What follows belongs to an exercise in optimizing a design on an open flow for small area and a short achievable clock period; a production flow would make more cautious choices.
Function was checked by simulation only, so behaviour that the tests miss may differ from the original.
No activity file was given, so power comes from the tool's default toggle rates.

==> flow/design.v (outline; a module is shown in full before it is edited, if it fits) <==
// module axil_write_channel: 55 lines
// module axil_read_channel: 41 lines
// module coef_reg_file: 53 lines
// module dot_product_pipe: 5109 lines
// module cdp_fa: 10 lines
// module cdp_x3: 8 lines
// module cdp_ha: 9 lines
// module cdp_sel: 9 lines
// module cdp_pp: 12 lines
// module cdp_pp0: 8 lines
// module coef_dot_product_top: 88 lines
// module coef_dot_product: 51 lines
module coef_dot_product (
    input  wire          i_clk,
    input  wire          i_sync_rst,
    input  wire          s_awvalid,
    input  wire [31:0]   s_awaddr,
    output wire          s_awready,
    input  wire          s_wvalid,
    input  wire [31:0]   s_wdata,
    input  wire [3:0]    s_wstrb,
    output wire          s_wready,
    output wire          s_bvalid,
    output wire [1:0]    s_bresp,
    input  wire          s_bready,
    input  wire          s_arvalid,
    input  wire [31:0]   s_araddr,
    output wire          s_arready,
    output wire          s_rvalid,
    output wire [31:0]   s_rdata,
    output wire [1:0]    s_rresp,
    input  wire          s_rready,
    input  wire [127:0]  i_vec,
    input  wire          i_vec_valid,
    output wire [31:0]   o_prod,
    output wire          o_prod_valid
);
  // ...
==> flow/flow/run.sh <==
#!/bin/bash
set -euo pipefail
bash standard.sh SETUP_SLACK_MARGIN=6.0 finish > flow_make.log 2>&1
==> flow/standard.sh <==
#!/bin/bash
# synth_recipe.tcl (not shown) runs the flow's synth.tcl, then flattens the netlist and writes it again
# the make line also repeats each setting of config.mk as NAME=value (left out here)
make -C /OpenROAD-flow-scripts/flow DESIGN_CONFIG=/design/flow/config.mk WORK_HOME=/design/flow/orfs CLKGATE_MAP_FILE= SYNTH_SCRIPT=/design/flow/synth_recipe.tcl "${@:-finish}"
==> flow/config.mk <==
export PLATFORM = sky130hd
export DESIGN_NAME = coef_dot_product
export DESIGN_NICKNAME = coef_dot_product
export VERILOG_FILES = /design/flow/design.v
export SDC_FILE = /design/flow/constraint.sdc
export NUM_CORES = 4
export LEC_CHECK = 0
export CAP_MARGIN = 20
export CORE_MARGIN = 2
export CORE_UTILIZATION = 60
export PLACE_DENSITY = 0.7
export SLEW_MARGIN = 20
export SYNTH_HIERARCHICAL = 1
==> flow/constraint.sdc <==
create_clock -name core_clock -period 9.0 [get_ports {i_clk}]
set_input_delay 1.8000 -clock core_clock [delete_from_list [all_inputs] [get_ports {i_clk}]]
set_output_delay 1.8000 -clock core_clock [all_outputs]
set_load 0.01 [all_outputs]
==> summary.md, run 1 <==
| Metric | Value |
|---|---|
| Slew margin rel. | 0.360 |
| Most frequent cells in the layout | 1086 x xor2_1, 1033 x a22o_1, 932 x fa_1 |
| 1st-iter DRT viols | 8515 |
| Largest net degree at the start of global routing | 44 |
| Initial Util | 0.606 |
| LEAKAGE | 0.0321 uW |
| CP Cell Sequence | buf_4 > xor2_1 > fa_1 > fa_1 > fa_1 |
| Non-clock buffering overhead | 0.0800 |
| Top cell type's share of synthesized area | 0.300 |
| Placed Cells | 6500 |
| Syn_nets | 6011 |
| Multi-Input Combinational | 3794 |
| Final hold violation count | 0 |
| Die Wd | 333 um |
| Clk slew on worst S/H paths | 60 ps |
| Hold Crit Start | u_top.u_pipe.r_s1_2$_DFF_P_ |
| F_max | 325 MHz |
| Cell Int Power | 18000 uW |
| Crit path top cell by count | fa_1 |
| DR WL met3 | 44100 um |
| PortBufs | 303 |
| Post-synthesis cell count | 4757 |
| Post_cts resized | 424 |
| Met3 GRT Util | 0.221 |
| Vias per inst | 7.29 |
| Status | timing/DRC/antenna clean |
| Met2 Routed Length | 113000 um |
| Num sequential | 830 |
| CTS Sinks | 830 |
| Clock network area share | 0.0401 |
| H-tree levels | 3 |
| Clock Latency Late Sink | 720 ps |
==> module coef_reg_file, before the edit <==
module coef_reg_file (
    input  wire          i_clk,
    input  wire          i_sync_rst,
    input  wire          i_wr_en,
    input  wire [1:0]    i_wr_idx,
    input  wire [31:0]   i_wr_data,
    input  wire [3:0]    i_wr_strb,
    output wire [127:0]  o_coefs,
    output reg  [63:0]   o_one,
    output reg  [63:0]   o_two,
    output reg  [63:0]   o_neg
);
    function automatic [31:0] decode(input [15:0] one, input [15:0] neg);
        for (int i = 0; i < 16; i++) begin
            decode[2*i+1] = neg[i];
            decode[2*i]   = one[i] ^ ((i == 0) ? 1'b0 : neg[(i == 0) ? 0 : i-1]);
        end
    endfunction
    genvar gk;
    generate
        for (gk = 0; gk < 4; gk = gk + 1) begin : g_dec
            assign o_coefs[32*gk +: 32] = decode(o_one[16*gk +: 16], o_neg[16*gk +: 16]);
        end
    endgenerate
    wire [31:0] old_val = o_coefs[32*i_wr_idx +: 32];
    logic [31:0] new_val;
    always_comb begin
        for (int b = 0; b < 4; b++)
            new_val[8*b +: 8] = i_wr_strb[b] ? i_wr_data[8*b +: 8] : old_val[8*b +: 8];
        if (i_sync_rst) new_val = '0;
    end
    logic [15:0] new_one, new_two, new_neg;
    always_comb begin
        for (int i = 0; i < 16; i++) begin
            logic b2, b1, b0;
            b2 = new_val[2*i+1];
            b1 = new_val[2*i];
            b0 = (i == 0) ? 1'b0 : new_val[(i == 0) ? 0 : 2*i-1];
            new_one[i] = b1 ^ b0;
            new_two[i] = (b2 & ~b1 & ~b0) | (~b2 & b1 & b0);
            new_neg[i] = b2;
        end
    end
    always @(posedge i_clk) begin
        for (int r = 0; r < 4; r++) begin
            if (i_sync_rst || (i_wr_en && i_wr_idx == 2'(r))) begin
                o_one[16*r +: 16] <= new_one;
                o_two[16*r +: 16] <= new_two;
                o_neg[16*r +: 16] <= new_neg;
            end
        end
    end
endmodule
==> run 2, diff against run 1 <==
--- a/flow/design.v
+++ b/flow/design.v
@@ -132,36 +132,35 @@
             assign o_coefs[32*gk +: 32] = decode(o_one[16*gk +: 16], o_neg[16*gk +: 16]);
         end
     endgenerate
     wire [31:0] old_val = o_coefs[32*i_wr_idx +: 32];
     logic [31:0] new_val;
     always_comb begin
         for (int b = 0; b < 4; b++)
             new_val[8*b +: 8] = i_wr_strb[b] ? i_wr_data[8*b +: 8] : old_val[8*b +: 8];
-        if (i_sync_rst) new_val = '0;
     end
     logic [15:0] new_one, new_two, new_neg;
     always_comb begin
         for (int i = 0; i < 16; i++) begin
             logic b2, b1, b0;
             b2 = new_val[2*i+1];
             b1 = new_val[2*i];
             b0 = (i == 0) ? 1'b0 : new_val[(i == 0) ? 0 : 2*i-1];
             new_one[i] = b1 ^ b0;
             new_two[i] = (b2 & ~b1 & ~b0) | (~b2 & b1 & b0);
             new_neg[i] = b2;
         end
     end
     always @(posedge i_clk) begin
         for (int r = 0; r < 4; r++) begin
             if (i_sync_rst || (i_wr_en && i_wr_idx == 2'(r))) begin
-                o_one[16*r +: 16] <= new_one;
-                o_two[16*r +: 16] <= new_two;
-                o_neg[16*r +: 16] <= new_neg;
+                o_one[16*r +: 16] <= new_one & {16{~i_sync_rst}};
+                o_two[16*r +: 16] <= new_two & {16{~i_sync_rst}};
+                o_neg[16*r +: 16] <= new_neg & {16{~i_sync_rst}};
             end
         end
     end
 endmodule
 `default_nettype wire
 `timescale 1ns/1ps
 `default_nettype none
 module dot_product_pipe (
@@ -3060,57 +3059,57 @@
     cdp_fa u_s697 (.a(pp3_11_8), .b(pp3_12_6), .c(pp3_13_4), .s(s697), .co(c698));
     wire s699, c700;
     cdp_fa u_s699 (.a(pp3_14_2), .b(pp3_15_0), .c(pp3_1_28), .s(s699), .co(c700));
     wire s701, c702;
     cdp_fa u_s701 (.a(pp3_2_26), .b(pp3_3_24), .c(pp3_4_22), .s(s701), .co(c702));
     wire s703, c704;
     cdp_fa u_s703 (.a(pp3_5_20), .b(pp3_6_18), .c(pp3_7_16), .s(s703), .co(c704));
     wire s705;
-    cdp_x3 u_s705 (.a(pp0_0_31), .b(pp0_10_11), .c(pp0_11_9), .s(s705));
+    cdp_fa u_s705 (.a(pp0_0_31), .b(pp0_10_11), .c(pp0_11_9), .s(s705), .co());
     wire s706;
-    cdp_x3 u_s706 (.a(pp0_12_7), .b(pp0_13_5), .c(pp0_14_3), .s(s706));
+    cdp_fa u_s706 (.a(pp0_12_7), .b(pp0_13_5), .c(pp0_14_3), .s(s706), .co());
     wire s707;
-    cdp_x3 u_s707 (.a(pp0_15_1), .b(pp0_1_29), .c(pp0_2_27), .s(s707));
+    cdp_fa u_s707 (.a(pp0_15_1), .b(pp0_1_29), .c(pp0_2_27), .s(s707), .co());
     wire s708;
-    cdp_x3 u_s708 (.a(pp0_3_25), .b(pp0_4_23), .c(pp0_5_21), .s(s708));
+    cdp_fa u_s708 (.a(pp0_3_25), .b(pp0_4_23), .c(pp0_5_21), .s(s708), .co());
     wire s709;
-    cdp_x3 u_s709 (.a(pp0_6_19), .b(pp0_7_17), .c(pp0_8_15), .s(s709));
+    cdp_fa u_s709 (.a(pp0_6_19), .b(pp0_7_17), .c(pp0_8_15), .s(s709), .co());
     wire s710;
-    cdp_x3 u_s710 (.a(pp0_9_13), .b(pp1_0_31), .c(pp1_10_11), .s(s710));
+    cdp_fa u_s710 (.a(pp0_9_13), .b(pp1_0_31), .c(pp1_10_11), .s(s710), .co());
     wire s711;
-    cdp_x3 u_s711 (.a(pp1_11_9), .b(pp1_12_7), .c(pp1_13_5), .s(s711));
+    cdp_fa u_s711 (.a(pp1_11_9), .b(pp1_12_7), .c(pp1_13_5), .s(s711), .co());
     wire s712;
-    cdp_x3 u_s712 (.a(pp1_14_3), .b(pp1_15_1), .c(pp1_1_29), .s(s712));
+    cdp_fa u_s712 (.a(pp1_14_3), .b(pp1_15_1), .c(pp1_1_29), .s(s712), .co());
     wire s713;
-    cdp_x3 u_s713 (.a(pp1_2_27), .b(pp1_3_25), .c(pp1_4_23), .s(s713));
+    cdp_fa u_s713 (.a(pp1_2_27), .b(pp1_3_25), .c(pp1_4_23), .s(s713), .co());
     wire s714;
-    cdp_x3 u_s714 (.a(pp1_5_21), .b(pp1_6_19), .c(pp1_7_17), .s(s714));
+    cdp_fa u_s714 (.a(pp1_5_21), .b(pp1_6_19), .c(pp1_7_17), .s(s714), .co());
     wire s715;
-    cdp_x3 u_s715 (.a(pp1_8_15), .b(pp1_9_13), .c(pp2_0_31), .s(s715));
+    cdp_fa u_s715 (.a(pp1_8_15), .b(pp1_9_13), .c(pp2_0_31), .s(s715), .co());
     wire s716;
-    cdp_x3 u_s716 (.a(pp2_10_11), .b(pp2_11_9), .c(pp2_12_7), .s(s716));
+    cdp_fa u_s716 (.a(pp2_10_11), .b(pp2_11_9), .c(pp2_12_7), .s(s716), .co());
     wire s717;
-    cdp_x3 u_s717 (.a(pp2_13_5), .b(pp2_14_3), .c(pp2_15_1), .s(s717));
+    cdp_fa u_s717 (.a(pp2_13_5), .b(pp2_14_3), .c(pp2_15_1), .s(s717), .co());
     wire s718;
-    cdp_x3 u_s718 (.a(pp2_1_29), .b(pp2_2_27), .c(pp2_3_25), .s(s718));
+    cdp_fa u_s718 (.a(pp2_1_29), .b(pp2_2_27), .c(pp2_3_25), .s(s718), .co());
     wire s719;
-    cdp_x3 u_s719 (.a(pp2_4_23), .b(pp2_5_21), .c(pp2_6_19), .s(s719));
+    cdp_fa u_s719 (.a(pp2_4_23), .b(pp2_5_21), .c(pp2_6_19), .s(s719), .co());
     wire s720;
-    cdp_x3 u_s720 (.a(pp2_7_17), .b(pp2_8_15), .c(pp2_9_13), .s(s720));
+    cdp_fa u_s720 (.a(pp2_7_17), .b(pp2_8_15), .c(pp2_9_13), .s(s720), .co());
     wire s721;
-    cdp_x3 u_s721 (.a(pp3_0_31), .b(pp3_10_11), .c(pp3_11_9), .s(s721));
+    cdp_fa u_s721 (.a(pp3_0_31), .b(pp3_10_11), .c(pp3_11_9), .s(s721), .co());
     wire s722;
-    cdp_x3 u_s722 (.a(pp3_12_7), .b(pp3_13_5), .c(pp3_14_3), .s(s722));
+    cdp_fa u_s722 (.a(pp3_12_7), .b(pp3_13_5), .c(pp3_14_3), .s(s722), .co());
     wire s723;
-    cdp_x3 u_s723 (.a(pp3_15_1), .b(pp3_1_29), .c(pp3_2_27), .s(s723));
+    cdp_fa u_s723 (.a(pp3_15_1), .b(pp3_1_29), .c(pp3_2_27), .s(s723), .co());
     wire s724;
-    cdp_x3 u_s724 (.a(pp3_3_25), .b(pp3_4_23), .c(pp3_5_21), .s(s724));
+    cdp_fa u_s724 (.a(pp3_3_25), .b(pp3_4_23), .c(pp3_5_21), .s(s724), .co());
     wire s725;
-    cdp_x3 u_s725 (.a(pp3_6_19), .b(pp3_7_17), .c(pp3_8_15), .s(s725));
+    cdp_fa u_s725 (.a(pp3_6_19), .b(pp3_7_17), .c(pp3_8_15), .s(s725), .co());
     wire s726, c727;
     cdp_fa u_s726 (.a(pp2_0_0), .b(pp3_0_0), .c(s1), .s(s726), .co(c727));
     wire s728, c729;
     cdp_fa u_s728 (.a(c2), .b(pp3_0_1), .c(c4), .s(s728), .co(c729));
     wire s730, c731;
     cdp_fa u_s730 (.a(s7), .b(c6), .c(s11), .s(s730), .co(c731));
     wire s732, c733;
     cdp_fa u_s732 (.a(c8), .b(pp3_0_3), .c(pp3_1_1), .s(s732), .co(c733));
@@ -3556,43 +3555,43 @@
     cdp_fa u_s1172 (.a(s677), .b(s679), .c(s681), .s(s1172), .co(c1173));
     wire s1174, c1175;
     cdp_fa u_s1174 (.a(s683), .b(s685), .c(s687), .s(s1174), .co(c1175));
     wire s1176, c1177;
     cdp_fa u_s1176 (.a(s689), .b(s691), .c(s693), .s(s1176), .co(c1177));
     wire s1178, c1179;
     cdp_fa u_s1178 (.a(s695), .b(s697), .c(s699), .s(s1178), .co(c1179));
     wire s1180;
-    cdp_x3 u_s1180 (.a(c662), .b(pp3_9_13), .c(c664), .s(s1180));
+    cdp_fa u_s1180 (.a(c662), .b(pp3_9_13), .c(c664), .s(s1180), .co());
     wire s1181;
-    cdp_x3 u_s1181 (.a(c666), .b(c668), .c(c670), .s(s1181));
+    cdp_fa u_s1181 (.a(c666), .b(c668), .c(c670), .s(s1181), .co());
     wire s1182;
-    cdp_x3 u_s1182 (.a(c672), .b(c674), .c(c676), .s(s1182));
+    cdp_fa u_s1182 (.a(c672), .b(c674), .c(c676), .s(s1182), .co());
     wire s1183;
-    cdp_x3 u_s1183 (.a(c678), .b(c680), .c(c682), .s(s1183));
+    cdp_fa u_s1183 (.a(c678), .b(c680), .c(c682), .s(s1183), .co());
     wire s1184;
-    cdp_x3 u_s1184 (.a(c684), .b(c686), .c(c688), .s(s1184));
+    cdp_fa u_s1184 (.a(c684), .b(c686), .c(c688), .s(s1184), .co());
     wire s1185;
-    cdp_x3 u_s1185 (.a(c690), .b(c692), .c(c694), .s(s1185));
+    cdp_fa u_s1185 (.a(c690), .b(c692), .c(c694), .s(s1185), .co());
     wire s1186;
-    cdp_x3 u_s1186 (.a(c696), .b(c698), .c(c700), .s(s1186));
+    cdp_fa u_s1186 (.a(c696), .b(c698), .c(c700), .s(s1186), .co());
     wire s1187;
-    cdp_x3 u_s1187 (.a(c702), .b(c704), .c(s705), .s(s1187));
+    cdp_fa u_s1187 (.a(c702), .b(c704), .c(s705), .s(s1187), .co());
     wire s1188;
-    cdp_x3 u_s1188 (.a(s706), .b(s707), .c(s708), .s(s1188));
+    cdp_fa u_s1188 (.a(s706), .b(s707), .c(s708), .s(s1188), .co());
     wire s1189;
-    cdp_x3 u_s1189 (.a(s709), .b(s710), .c(s711), .s(s1189));
+    cdp_fa u_s1189 (.a(s709), .b(s710), .c(s711), .s(s1189), .co());
     wire s1190;
-    cdp_x3 u_s1190 (.a(s712), .b(s713), .c(s714), .s(s1190));
+    cdp_fa u_s1190 (.a(s712), .b(s713), .c(s714), .s(s1190), .co());
     wire s1191;
-    cdp_x3 u_s1191 (.a(s715), .b(s716), .c(s717), .s(s1191));
+    cdp_fa u_s1191 (.a(s715), .b(s716), .c(s717), .s(s1191), .co());
     wire s1192;
-    cdp_x3 u_s1192 (.a(s718), .b(s719), .c(s720), .s(s1192));
+    cdp_fa u_s1192 (.a(s718), .b(s719), .c(s720), .s(s1192), .co());
     wire s1193;
-    cdp_x3 u_s1193 (.a(s721), .b(s722), .c(s723), .s(s1193));
+    cdp_fa u_s1193 (.a(s721), .b(s722), .c(s723), .s(s1193), .co());
     wire s1194, c1195;
     cdp_fa u_s1194 (.a(c727), .b(s5), .c(s728), .s(s1194), .co(c1195));
     wire s1196, c1197;
     cdp_fa u_s1196 (.a(s13), .b(s9), .c(c729), .s(s1196), .co(c1197));
     wire s1198, c1199;
     cdp_fa u_s1198 (.a(s15), .b(s17), .c(s732), .s(s1198), .co(c1199));
     wire s1200, c1201;
     cdp_fa u_s1200 (.a(c733), .b(s25), .c(s27), .s(s1200), .co(c1201));
@@ -3878,35 +3877,35 @@
     cdp_fa u_s1480 (.a(s1164), .b(s1166), .c(c1141), .s(s1480), .co(c1481));
     wire s1482, c1483;
     cdp_fa u_s1482 (.a(c1143), .b(c1145), .c(c1147), .s(s1482), .co(c1483));
     wire s1484, c1485;
     cdp_fa u_s1484 (.a(c1149), .b(c1151), .c(s1168), .s(s1484), .co(c1485));
     wire s1486, c1487;
     cdp_fa u_s1486 (.a(s1170), .b(s1172), .c(s1174), .s(s1486), .co(c1487));
     wire s1488;
-    cdp_x3 u_s1488 (.a(c1153), .b(s724), .c(s725), .s(s1488));
+    cdp_fa u_s1488 (.a(c1153), .b(s724), .c(s725), .s(s1488), .co());
     wire s1489;
-    cdp_x3 u_s1489 (.a(s1180), .b(c1155), .c(c1157), .s(s1489));
+    cdp_fa u_s1489 (.a(s1180), .b(c1155), .c(c1157), .s(s1489), .co());
     wire s1490;
-    cdp_x3 u_s1490 (.a(c1159), .b(c1161), .c(c1163), .s(s1490));
+    cdp_fa u_s1490 (.a(c1159), .b(c1161), .c(c1163), .s(s1490), .co());
     wire s1491;
-    cdp_x3 u_s1491 (.a(c1165), .b(c1167), .c(s1181), .s(s1491));
+    cdp_fa u_s1491 (.a(c1165), .b(c1167), .c(s1181), .s(s1491), .co());
     wire s1492;
-    cdp_x3 u_s1492 (.a(s1182), .b(s1183), .c(s1184), .s(s1492));
+    cdp_fa u_s1492 (.a(s1182), .b(s1183), .c(s1184), .s(s1492), .co());
     wire s1493;
-    cdp_x3 u_s1493 (.a(s1185), .b(s1186), .c(s1187), .s(s1493));
+    cdp_fa u_s1493 (.a(s1185), .b(s1186), .c(s1187), .s(s1493), .co());
     wire s1494;
-    cdp_x3 u_s1494 (.a(c1169), .b(c1171), .c(c1173), .s(s1494));
+    cdp_fa u_s1494 (.a(c1169), .b(c1171), .c(c1173), .s(s1494), .co());
     wire s1495;
-    cdp_x3 u_s1495 (.a(c1175), .b(c1177), .c(c1179), .s(s1495));
+    cdp_fa u_s1495 (.a(c1175), .b(c1177), .c(c1179), .s(s1495), .co());
     wire s1496;
-    cdp_x3 u_s1496 (.a(s1188), .b(s1189), .c(s1190), .s(s1496));
+    cdp_fa u_s1496 (.a(s1188), .b(s1189), .c(s1190), .s(s1496), .co());
     wire s1497;
-    cdp_x3 u_s1497 (.a(s1191), .b(s1192), .c(s1193), .s(s1497));
+    cdp_fa u_s1497 (.a(s1191), .b(s1192), .c(s1193), .s(s1497), .co());
     wire s1498, c1499;
     cdp_fa u_s1498 (.a(c731), .b(s734), .c(s1198), .s(s1498), .co(c1499));
     wire s1500, c1501;
     cdp_fa u_s1500 (.a(c1201), .b(c739), .c(s744), .s(s1500), .co(c1501));
     wire s1502, c1503;
     cdp_fa u_s1502 (.a(c1241), .b(s1248), .c(s820), .s(s1502), .co(c1503));
     wire s1504, c1505;
     cdp_fa u_s1504 (.a(c1331), .b(s1344), .c(s978), .s(s1504), .co(c1505));
@@ -4094,27 +4093,27 @@
     cdp_fa u_s1686 (.a(r_s1_299), .b(r_s1_300), .c(r_s1_301), .s(s1686), .co(c1687));
     wire s1688, c1689;
     cdp_fa u_s1688 (.a(r_s1_302), .b(r_s1_303), .c(r_s1_304), .s(s1688), .co(c1689));
     wire s1690, c1691;
     cdp_fa u_s1690 (.a(r_s1_305), .b(r_s1_306), .c(r_s1_307), .s(s1690), .co(c1691));
     wire s1692, c1693;
     cdp_fa u_s1692 (.a(r_s1_308), .b(r_s1_309), .c(r_s1_310), .s(s1692), .co(c1693));
     wire s1694;
-    cdp_x3 u_s1694 (.a(r_s1_311), .b(r_s1_312), .c(r_s1_313), .s(s1694));
+    cdp_fa u_s1694 (.a(r_s1_311), .b(r_s1_312), .c(r_s1_313), .s(s1694), .co());
     wire s1695;
-    cdp_x3 u_s1695 (.a(r_s1_314), .b(r_s1_315), .c(r_s1_316), .s(s1695));
+    cdp_fa u_s1695 (.a(r_s1_314), .b(r_s1_315), .c(r_s1_316), .s(s1695), .co());
     wire s1696;
-    cdp_x3 u_s1696 (.a(r_s1_317), .b(r_s1_318), .c(r_s1_319), .s(s1696));
+    cdp_fa u_s1696 (.a(r_s1_317), .b(r_s1_318), .c(r_s1_319), .s(s1696), .co());
     wire s1697;
-    cdp_x3 u_s1697 (.a(r_s1_320), .b(r_s1_321), .c(r_s1_322), .s(s1697));
+    cdp_fa u_s1697 (.a(r_s1_320), .b(r_s1_321), .c(r_s1_322), .s(s1697), .co());
     wire s1698;
-    cdp_x3 u_s1698 (.a(r_s1_323), .b(r_s1_324), .c(r_s1_325), .s(s1698));
+    cdp_fa u_s1698 (.a(r_s1_323), .b(r_s1_324), .c(r_s1_325), .s(s1698), .co());
     wire s1699;
-    cdp_x3 u_s1699 (.a(r_s1_326), .b(r_s1_327), .c(r_s1_328), .s(s1699));
+    cdp_fa u_s1699 (.a(r_s1_326), .b(r_s1_327), .c(r_s1_328), .s(s1699), .co());
     wire s1700, c1701;
     cdp_fa u_s1700 (.a(r_s1_6), .b(r_s1_7), .c(c1509), .s(s1700), .co(c1701));
     wire s1702, c1703;
     cdp_fa u_s1702 (.a(r_s1_18), .b(r_s1_19), .c(c1513), .s(s1702), .co(c1703));
     wire s1704, c1705;
     cdp_fa u_s1704 (.a(c1515), .b(s1516), .c(s1518), .s(s1704), .co(c1705));
     wire s1706, c1707;
     cdp_fa u_s1706 (.a(r_s1_29), .b(r_s1_30), .c(c1517), .s(s1706), .co(c1707));
@@ -4228,23 +4227,23 @@
     cdp_fa u_s1814 (.a(c1671), .b(c1673), .c(c1675), .s(s1814), .co(c1815));
     wire s1816, c1817;
     cdp_fa u_s1816 (.a(c1677), .b(c1679), .c(c1681), .s(s1816), .co(c1817));
     wire s1818, c1819;
     cdp_fa u_s1818 (.a(s1682), .b(s1684), .c(s1686), .s(s1818), .co(c1819));
     wire s1820, c1821;
     cdp_fa u_s1820 (.a(s1688), .b(s1690), .c(s1692), .s(s1820), .co(c1821));
     wire s1822;
-    cdp_x3 u_s1822 (.a(r_s1_329), .b(r_s1_330), .c(c1683), .s(s1822));
+    cdp_fa u_s1822 (.a(r_s1_329), .b(r_s1_330), .c(c1683), .s(s1822), .co());
     wire s1823;
-    cdp_x3 u_s1823 (.a(c1685), .b(c1687), .c(c1689), .s(s1823));
+    cdp_fa u_s1823 (.a(c1685), .b(c1687), .c(c1689), .s(s1823), .co());
     wire s1824;
-    cdp_x3 u_s1824 (.a(c1691), .b(c1693), .c(s1694), .s(s1824));
+    cdp_fa u_s1824 (.a(c1691), .b(c1693), .c(s1694), .s(s1824), .co());
     wire s1825;
-    cdp_x3 u_s1825 (.a(s1695), .b(s1696), .c(s1697), .s(s1825));
+    cdp_fa u_s1825 (.a(s1695), .b(s1696), .c(s1697), .s(s1825), .co());
     wire s1826, c1827;
     cdp_fa u_s1826 (.a(r_s1_9), .b(s1510), .c(c1701), .s(s1826), .co(c1827));
     wire s1828, c1829;
     cdp_fa u_s1828 (.a(c1519), .b(s1520), .c(s1706), .s(s1828), .co(c1829));
     wire s1830, c1831;
     cdp_fa u_s1830 (.a(s1524), .b(c1707), .c(s1708), .s(s1830), .co(c1831));
     wire s1832, c1833;
     cdp_fa u_s1832 (.a(s1710), .b(c1709), .c(s1712), .s(s1832), .co(c1833));
@@ -4312,21 +4311,21 @@
     cdp_fa u_s1894 (.a(c1799), .b(c1801), .c(c1803), .s(s1894), .co(c1895));
     wire s1896, c1897;
     cdp_fa u_s1896 (.a(c1805), .b(s1806), .c(s1808), .s(s1896), .co(c1897));
     wire s1898, c1899;
     cdp_fa u_s1898 (.a(c1807), .b(c1809), .c(c1811), .s(s1898), .co(c1899));
     wire s1900, c1901;
     cdp_fa u_s1900 (.a(c1813), .b(s1814), .c(s1816), .s(s1900), .co(c1901));
     wire s1902;
-    cdp_x3 u_s1902 (.a(s1698), .b(s1699), .c(s1822), .s(s1902));
+    cdp_fa u_s1902 (.a(s1698), .b(s1699), .c(s1822), .s(s1902), .co());
     wire s1903;
-    cdp_x3 u_s1903 (.a(c1815), .b(c1817), .c(c1819), .s(s1903));
+    cdp_fa u_s1903 (.a(c1815), .b(c1817), .c(c1819), .s(s1903), .co());
     wire s1904;
-    cdp_x3 u_s1904 (.a(c1821), .b(s1823), .c(s1824), .s(s1904));
+    cdp_fa u_s1904 (.a(c1821), .b(s1823), .c(s1824), .s(s1904), .co());
     wire s1905, c1906;
     cdp_fa u_s1905 (.a(c1511), .b(s1512), .c(c1827), .s(s1905), .co(c1906));
     wire s1907, c1908;
     cdp_fa u_s1907 (.a(c1713), .b(s1714), .c(s1834), .s(s1907), .co(c1908));
     wire s1909, c1910;
     cdp_fa u_s1909 (.a(s1716), .b(c1835), .c(s1836), .s(s1909), .co(c1910));
     wire s1911, c1912;
     cdp_fa u_s1911 (.a(s1720), .b(c1837), .c(s1838), .s(s1911), .co(c1912));
@@ -4368,19 +4367,19 @@
     cdp_fa u_s1947 (.a(s1810), .b(s1812), .c(c1891), .s(s1947), .co(c1948));
     wire s1949, c1950;
     cdp_fa u_s1949 (.a(c1893), .b(s1894), .c(s1896), .s(s1949), .co(c1950));
     wire s1951, c1952;
     cdp_fa u_s1951 (.a(s1818), .b(s1820), .c(c1895), .s(s1951), .co(c1952));
     wire s1953, c1954;
     cdp_fa u_s1953 (.a(c1897), .b(s1898), .c(s1900), .s(s1953), .co(c1954));
     wire s1955;
-    cdp_x3 u_s1955 (.a(s1825), .b(s1902), .c(c1899), .s(s1955));
+    cdp_fa u_s1955 (.a(s1825), .b(s1902), .c(c1899), .s(s1955), .co());
     wire s1956;
-    cdp_x3 u_s1956 (.a(c1901), .b(s1903), .c(s1904), .s(s1956));
+    cdp_fa u_s1956 (.a(c1901), .b(s1903), .c(s1904), .s(s1956), .co());
     wire s1957, c1958;
     cdp_fa u_s1957 (.a(s1514), .b(s1702), .c(c1906), .s(s1957), .co(c1958));
     wire s1959, c1960;
     cdp_fa u_s1959 (.a(s1848), .b(c1847), .c(s1919), .s(s1959), .co(c1960));
     wire s1961, c1962;
     cdp_fa u_s1961 (.a(s1850), .b(c1920), .c(s1921), .s(s1961), .co(c1962));
     wire s1963, c1964;
     cdp_fa u_s1963 (.a(s1854), .b(c1922), .c(s1923), .s(s1963), .co(c1964));
@@ -4402,17 +4401,17 @@
     cdp_fa u_s1979 (.a(s1886), .b(s1888), .c(c1940), .s(s1979), .co(c1980));
     wire s1981, c1982;
     cdp_fa u_s1981 (.a(s1892), .b(s1943), .c(c1942), .s(s1981), .co(c1982));
     wire s1983, c1984;
     cdp_fa u_s1983 (.a(c1944), .b(s1947), .c(c1946), .s(s1983), .co(c1984));
     wire s1985, c1986;
     cdp_fa u_s1985 (.a(c1948), .b(s1951), .c(c1950), .s(s1985), .co(c1986));
     wire s1987;
-    cdp_x3 u_s1987 (.a(c1952), .b(s1955), .c(c1954), .s(s1987));
+    cdp_fa u_s1987 (.a(c1952), .b(s1955), .c(c1954), .s(s1987), .co());
     wire s1988, c1989;
     cdp_fa u_s1988 (.a(c1703), .b(s1704), .c(c1958), .s(s1988), .co(c1989));
     wire s1990, c1991;
     cdp_ha u_s1990 (.a(r_s2_44), .b(r_s2_45), .s(s1990), .co(c1991));
     wire s1992, c1993;
     cdp_ha u_s1992 (.a(r_s2_48), .b(r_s2_49), .s(s1992), .co(c1993));
     wire s1994, c1995;
     cdp_ha u_s1994 (.a(r_s2_51), .b(r_s2_52), .s(s1994), .co(c1995));
@@ -4465,17 +4464,17 @@
     cdp_fa u_s2041 (.a(r_s2_53), .b(c1993), .c(s1994), .s(s2041), .co(c2042));
     wire s2043, c2044;
     cdp_fa u_s2043 (.a(r_s2_56), .b(c1995), .c(s1996), .s(s2043), .co(c2044));
     wire s2045, c2046;
     cdp_fa u_s2045 (.a(r_s2_59), .b(c1997), .c(s1998), .s(s2045), .co(c2046));
     wire s2047, c2048;
     cdp_fa u_s2047 (.a(r_s2_62), .b(c1999), .c(s2000), .s(s2047), .co(c2048));
     wire s2049;
-    cdp_x3 u_s2049 (.a(r_s2_65), .b(c2001), .c(s2002), .s(s2049));
+    cdp_fa u_s2049 (.a(r_s2_65), .b(c2001), .c(s2002), .s(s2049), .co());
     reg r_s1_0;
     reg r_s1_1;
     reg r_s1_2;
     reg r_s1_3;
     reg r_s1_4;
     reg r_s1_5;
     reg r_s1_6;
     reg r_s1_7;
@@ -5278,24 +5277,16 @@
     input  wire b,
     input  wire c,
     output wire s,
     output wire co
 );
     assign s  = a ^ b ^ c;
     assign co = (a & b) | (a & c) | (b & c);
 endmodule
-module cdp_x3 (
-    input  wire a,
-    input  wire b,
-    input  wire c,
-    output wire s
-);
-    assign s = a ^ b ^ c;
-endmodule
 module cdp_ha (
     input  wire a,
     input  wire b,
     output wire s,
     output wire co
 );
     assign s  = a ^ b;
     assign co = a & b;
==> flow/flow/run.sh (replaced) <==
#!/bin/bash
set -euo pipefail
bash standard.sh "BUFFER_PORTS_ARGS=-buffer_cell sky130_fd_sc_hd__buf_2" \
    SETUP_SLACK_MARGIN=6.0 finish > flow_make.log 2>&1
==> flow/config.mk (replaced) <==
export PLATFORM = sky130hd
export DESIGN_NAME = coef_dot_product
export DESIGN_NICKNAME = coef_dot_product
export VERILOG_FILES = /design/flow/design.v
export SDC_FILE = /design/flow/constraint.sdc
export NUM_CORES = 4
export LEC_CHECK = 0
export CAP_MARGIN = 20
export CORE_MARGIN = 2
export CORE_UTILIZATION = 60
export CTS_CLUSTER_DIAMETER = 100
export CTS_CLUSTER_SIZE = 20
export PLACE_DENSITY = 0.7
export SLEW_MARGIN = 20
export SYNTH_HIERARCHICAL = 1
==> run 2 against run 1 <==
Net effect: clock-buffer cell count shrank 57; global-route usage is essentially flat; routed wire length grew 3.5%; critical path type unchanged; final area shrank 2.7%; non-clock buffer count grew 9; combinational power shrank 5%; register-to-register slack lost 60 ps; first-iteration DRC count grew 6.8%; setup slack lost 57 ps; critical path depth grew 1; core utilization shrank 2.0 points; power shrank 8.3%.
==> summary.md, run 2 <==
| Metric | Value |
|---|---|
| Seq pwr share | 0.216 (was 0.200) |
| PortBufs | 303 (unchanged) |
| Crit. End Element | flip-flop (unchanged) |
| Most frequent cells in the layout | 1075 x xor2_1, 1036 x a22o_1, 986 x fa_1 (was 1086 x xor2_1, 1033 x a22o_1, 932 x fa_1) |
| 1st-iter DRT viols | 9094 (was 8515) |
| DRT Pass-1 Iters | 10 (was 9) |
| Layout cell share with drive strength beyond 1 | 0.181 (was 0.146) |
| Cell Int Power | 15900 uW (was 18000 uW) |
| Worst slack, placed | 4400 ps (was 4750 ps) |
| Part of the cycle the worst path needs | 0.348 (was 0.342) |
| Seq/Total Area, Yosys | 0.291 (about the same) |
| Vias in the first global route | 50615 (was 50693) |
| Worst VDD drop | 0.897 mV (was 0.926 mV) |
| Unrepaired setup endpoints after global routing | yes (unchanged) |
| CTS Buf Count | 49 (was 88) |
| Clock tree buffer depth | 3 (unchanged) |
| Switching power | 14200 uW (was 14800 uW) |
| Die height | 333 um (about the same) |
| Mapped Area | 64800 um^2 (about the same) |
| Most Crowded Layer GR | met2 (unchanged) |
| CP max FO | 34 (was 11) |
| Clock share of power | 0.079 (was 0.117) |
| Seq cells post-synth | 830 (unchanged) |
| Syn_nets | 6081 (was 6011) |
| CTS Sinks | 830 (unchanged) |
| Cell variety after synth | 68 (was 71) |
| Slew Viols, Final | 0 (unchanged) |
| Total Routing Usage GR | 0.494 (about the same) |
| Crit Path Class | flip-flop to flip-flop (unchanged) |
| Max reg flops | 128 (unchanged) |
| Top cell type's share of synthesized area | 0.319 (was 0.300) |
| Synth area leaders | fa_1 32%, dfxtp_1 19%, xor2_1 15%, a22o_1 14%, edfxtp_1 10% (was fa_1 30%, dfxtp_1 19%, xor2_1 15%, a22o_1 14%, edfxtp_1 10%) |
| H-tree levels | 2 (was 3) |
| Die Area | 111000 um^2 (about the same) |
| Count leader, synth | xor2_1 (unchanged) |
| Post-route setup slack | 5870 ps (was 5920 ps) |
| Worst EP required | 9540 ps (was 9580 ps) |
| Nets | 6658 (was 6621) |
| Yosys top cell by area | fa_1 (unchanged) |
| Synth Area per Inst | 13.6 um^2 (about the same) |
| Commonest non-fill, non-tap cell in the layout | xor2_1 (unchanged) |
| Post-synthesis cell count | 4765 (was 4757) |
| Vias | 50881 (was 49926) |
| Dominant synthesized flop cell | dfxtp_1 (unchanged) |
| Slew @ Worst Pin | 1050 ps (was 961 ps) |
| Grt ovf | 0 (unchanged) |
| Clock Latency Late Sink | 710 ps (was 720 ps) |
| Commonest cells post-synth | 1098 x xor2_1, 1040 x a22o_1, 1032 x fa_1, 604 x dfxtp_1, 226 x edfxtp_1 (was 1098 x xor2_1, 1034 x a22o_1, 970 x fa_1, 604 x dfxtp_1, 226 x edfxtp_1) |
| I/O pin cnt | 310 (unchanged) |
| Number of cell rows | 120 (unchanged) |
| Die Wd | 333 um (about the same) |
| Register Area | 19000 um^2 (about the same) |
| Clock Skews | 41.4 ps (was 51.4 ps) |
| Switching portion of total power | 0.472 (was 0.450) |
| Post-layout util | 0.685 (was 0.705) |
| DR DRC count | 0 (unchanged) |
| Slew margin rel. | 0.300 (was 0.360) |
| Vias per inst | 7.50 (was 7.29) |
| Synth async-reset ratio | 0 (unchanged) |
| Final setup fails | 0 (unchanged) |
| LEAKAGE | 0.0313 uW (was 0.0321 uW) |
| Largest net degree at the start of global routing | 49 (was 44) |
| Root Buffer | clkbuf_16 (unchanged) |
| Initial Util | 0.605 (was 0.606) |
| Post-DRT Antenna Nets | 0 (unchanged) |
| Final hold violation count | 0 (unchanged) |
| Placer congestion estimate | 1.06 (about the same) |
| F_max | 319 MHz (was 325 MHz) |
| CTS tree | built (unchanged) |
| Post-Route WL | 285000 um (was 275000 um) |
| Synth warnings | 10 (unchanged) |
| CORE AREA | 107000 um^2 (about the same) |
| WP data arrival | 3670 ps (was 3660 ps) |
| M2 GR Usage | 0.693 (was 0.702) |
| Multi-input gate area in the final layout | 45600 um^2 (was 45500 um^2) |
| Status | timing/DRC/antenna clean (unchanged) |
| Cell Pwr Density | 409 nW/um^2 (was 434 nW/um^2) |
| Met3 GRT Util | 0.239 (was 0.221) |
| DP HPWL | 187000 um (about the same) |
| Clk slew on worst S/H paths | 80 ps (was 60 ps) |
| Fin Setup TNS | 0 ps (unchanged) |
| Hold Path Class | flip-flop to flip-flop (unchanged) |
| Synthesis-to-layout area growth | 13.3% (was 16.5%) |
| Most flop-heavy register | u_top.u_pipe.r_vec (unchanged) |
| Global-route wire length before repair | 378000 um (was 377000 um) |
| Max_cap viols | 0 (unchanged) |
| Fillers | 7904 (was 7625) |
| Antenna violations before repair | 12 (was 8) |
| Minimum clock period | 3130 ps (was 3080 ps) |
| M1 GR Usage | 0.583 (was 0.580) |
| Min Hold Slack | 331 ps (was 327 ps) |
| WL per Instance | 42.0 um (was 40.2 um) |
| Number of synthesized flops with an enable pin | 226 (unchanged) |
| Comb power frac | 0.705 (was 0.683) |
| Kind of start point of the critical path | flip-flop (unchanged) |
==> run 2: changes by cell type in the layout (fill, tap and decap cells not counted), sizes merged, moves of 23 or more <==
cell           change
o2111ai           +28
xor3              -62
clkbuf            -50
clkdlybuf4s50    -228
o21ai             -29
mux2              +23
buf              +230
fa                +62
==> run 2: path summary, 6_finish.rpt <==
check | startpoint | endpoint | slack (ps) | depth (start not counted)
worst max-delay path | u_top.u_regs.o_one[48]$_DFFE_PP_ | u_top.u_pipe.r_s1_175$_DFF_P_ | 5870 | 6
worst min-delay path | u_top.u_pipe.r_s1_0$_DFF_P_ | u_top.u_pipe.r_s2_0$_DFF_P_ | 330 | 0
worst max register to register | u_top.u_regs.o_one[48]$_DFFE_PP_ | u_top.u_pipe.r_s1_175$_DFF_P_ | 5870 | 6
worst min register to register | u_top.u_pipe.r_s1_0$_DFF_P_ | u_top.u_pipe.r_s2_0$_DFF_P_ | 330 | 0
==> run 2: per-module statistics from Yosys (local to each module, per instance), excerpt <==
module / copies in the design / cell area [um^2] / flip-flops and latches
dot_product_pipe: 1 / 12700 / 561
coef_reg_file: 1 / 9110 / 192
cdp_pp: 1024 / 8.76 / 0
cdp_fa: 1032 / 20.0 / 0
cdp_sel: 1024 / 8.76 / 0
cdp_ha: 23 / 12.5 / 0
axil_read_channel: 1 / 2370 / 35
cdp_pp0: 64 / 12.5 / 0
axil_write_channel: 1 / 987 / 42
==> run 2: layout make-up <==
class / count / share of cell area
clock buffers: 63 / 0.0174
multi-input cells: 3814 / 0.621
flip-flops and latches: 830 / 0.259
repair buffers: 636 / 0.0760
well taps: 1403 / 0.0239
diodes: 14 / 0.000477
clock inverters: 10 / 0.00179
inverters: 11 / 0.000630
==> run 2: metrics by stage <==
| stage | instances | total power [uW] | cell area (um^2) |
|---|---|---|---|
| 2_1_floorplan | 4765 | 18500 | 64900 |
| 3_3_place_gp | 6506 | 25900 | 68500 |
| 3_5_place_dp | 6506 | 26400 | 68500 |
| 4_1_cts | 6711 | 29100 | 71900 |
| 5_1_grt | 6768 | 32100 | 73500 |
| 6_report | 6781 | 30100 | 73500 |
==> run 2: timing repair <==
| item | CTS | global route |
|---|---|---|
| setup buffers | 132 | 49 |
| cloned | 0 | 7 |
| endpoints found under the hold margin | 0 | 0 |
| pin swaps | 2 | 47 |
| resized for setup | 162 | 171 |
| hold buffers | 0 | 0 |
| setup endpoints to repair | 648 | 240 |
==> run 2: power groups by stage <==
| stage | combinational [uW] | clock [uW] | sequential (uW) |
|---|---|---|---|
| final | 21200 | 2380 | 6490 |
| after global routing | 23000 | 2510 | 6580 |
| after detailed placement | 19600 | 0 | 6740 |
| after CTS | 20200 | 2380 | 6490 |
| after floorplan | 12000 | 0 | 6470 |
| after global placement | 19200 | 0 | 6710 |
==> run 2: logic make-up after synthesis <==
| logic type | Yosys count | synth area share |
|---|---|---|
| flops | 830 | 0.291 |
| fa+ha+maj | 1080 | 0.328 |
| other cells | 2 | 0.000116 |
| simple gates | 247 | 0.0227 |
| compound gates | 1179 | 0.156 |
| xor+xnor | 1179 | 0.159 |
| mux | 127 | 0.0301 |
| buf+inv | 121 | 0.0129 |
==> run 2: worst max-delay path: stages, from the launching register on <==
cell      delay, ps
edfxtp_1        430
buf_12          190
a22o_1          360
xor2_2          290
fa_1            490
fa_1            570
fa_1            490
==> run 2: layer usage <==
metal | share of wire | vias up
met2 | 0.40 | 5474
met1 | 0.32 | 25392
met4 | 0.10 | 17
met3 | 0.17 | 1693
met5 | 0.0013 | -
li1 | - | 18305

-- afterwards: timing with drivers on the ports --
Ports are ideal in the flow. The routed layouts listed here were re-timed in OpenROAD. Step 1 (the two cells are an assumption about what drives the block):
set clk [get_ports {i_clk}]
set_driving_cell -lib_cell sky130_fd_sc_hd__clkbuf_16 $clk
set_driving_cell -lib_cell sky130_fd_sc_hd__buf_2 [delete_from_list [all_inputs] $clk]
Step 2 moves the port delays by t, midway between the first and last clock arrival at a register: inputs arrive t later, outputs are due t later. That takes back most of the time a late clock gives input paths. Slacks: no drivers / after step 1 / after step 2; pairs: no drivers / after step 1.
run	t (ns)	setup WS [ns]	worst setup path at the end	slew at the worst register clock pin (ns)
run 1	0.776	5.922 / 5.859 / 5.217	input to register	0.07 / 0.07
run 2	0.771	5.865 / 5.790 / 5.326	input to register	0.09 / 0.09
After both steps every run listed still meets setup and hold. For run 1, which loses most, drivers alone change the setup slack by -0.063 ns; drivers and shift together by -0.705 ns.
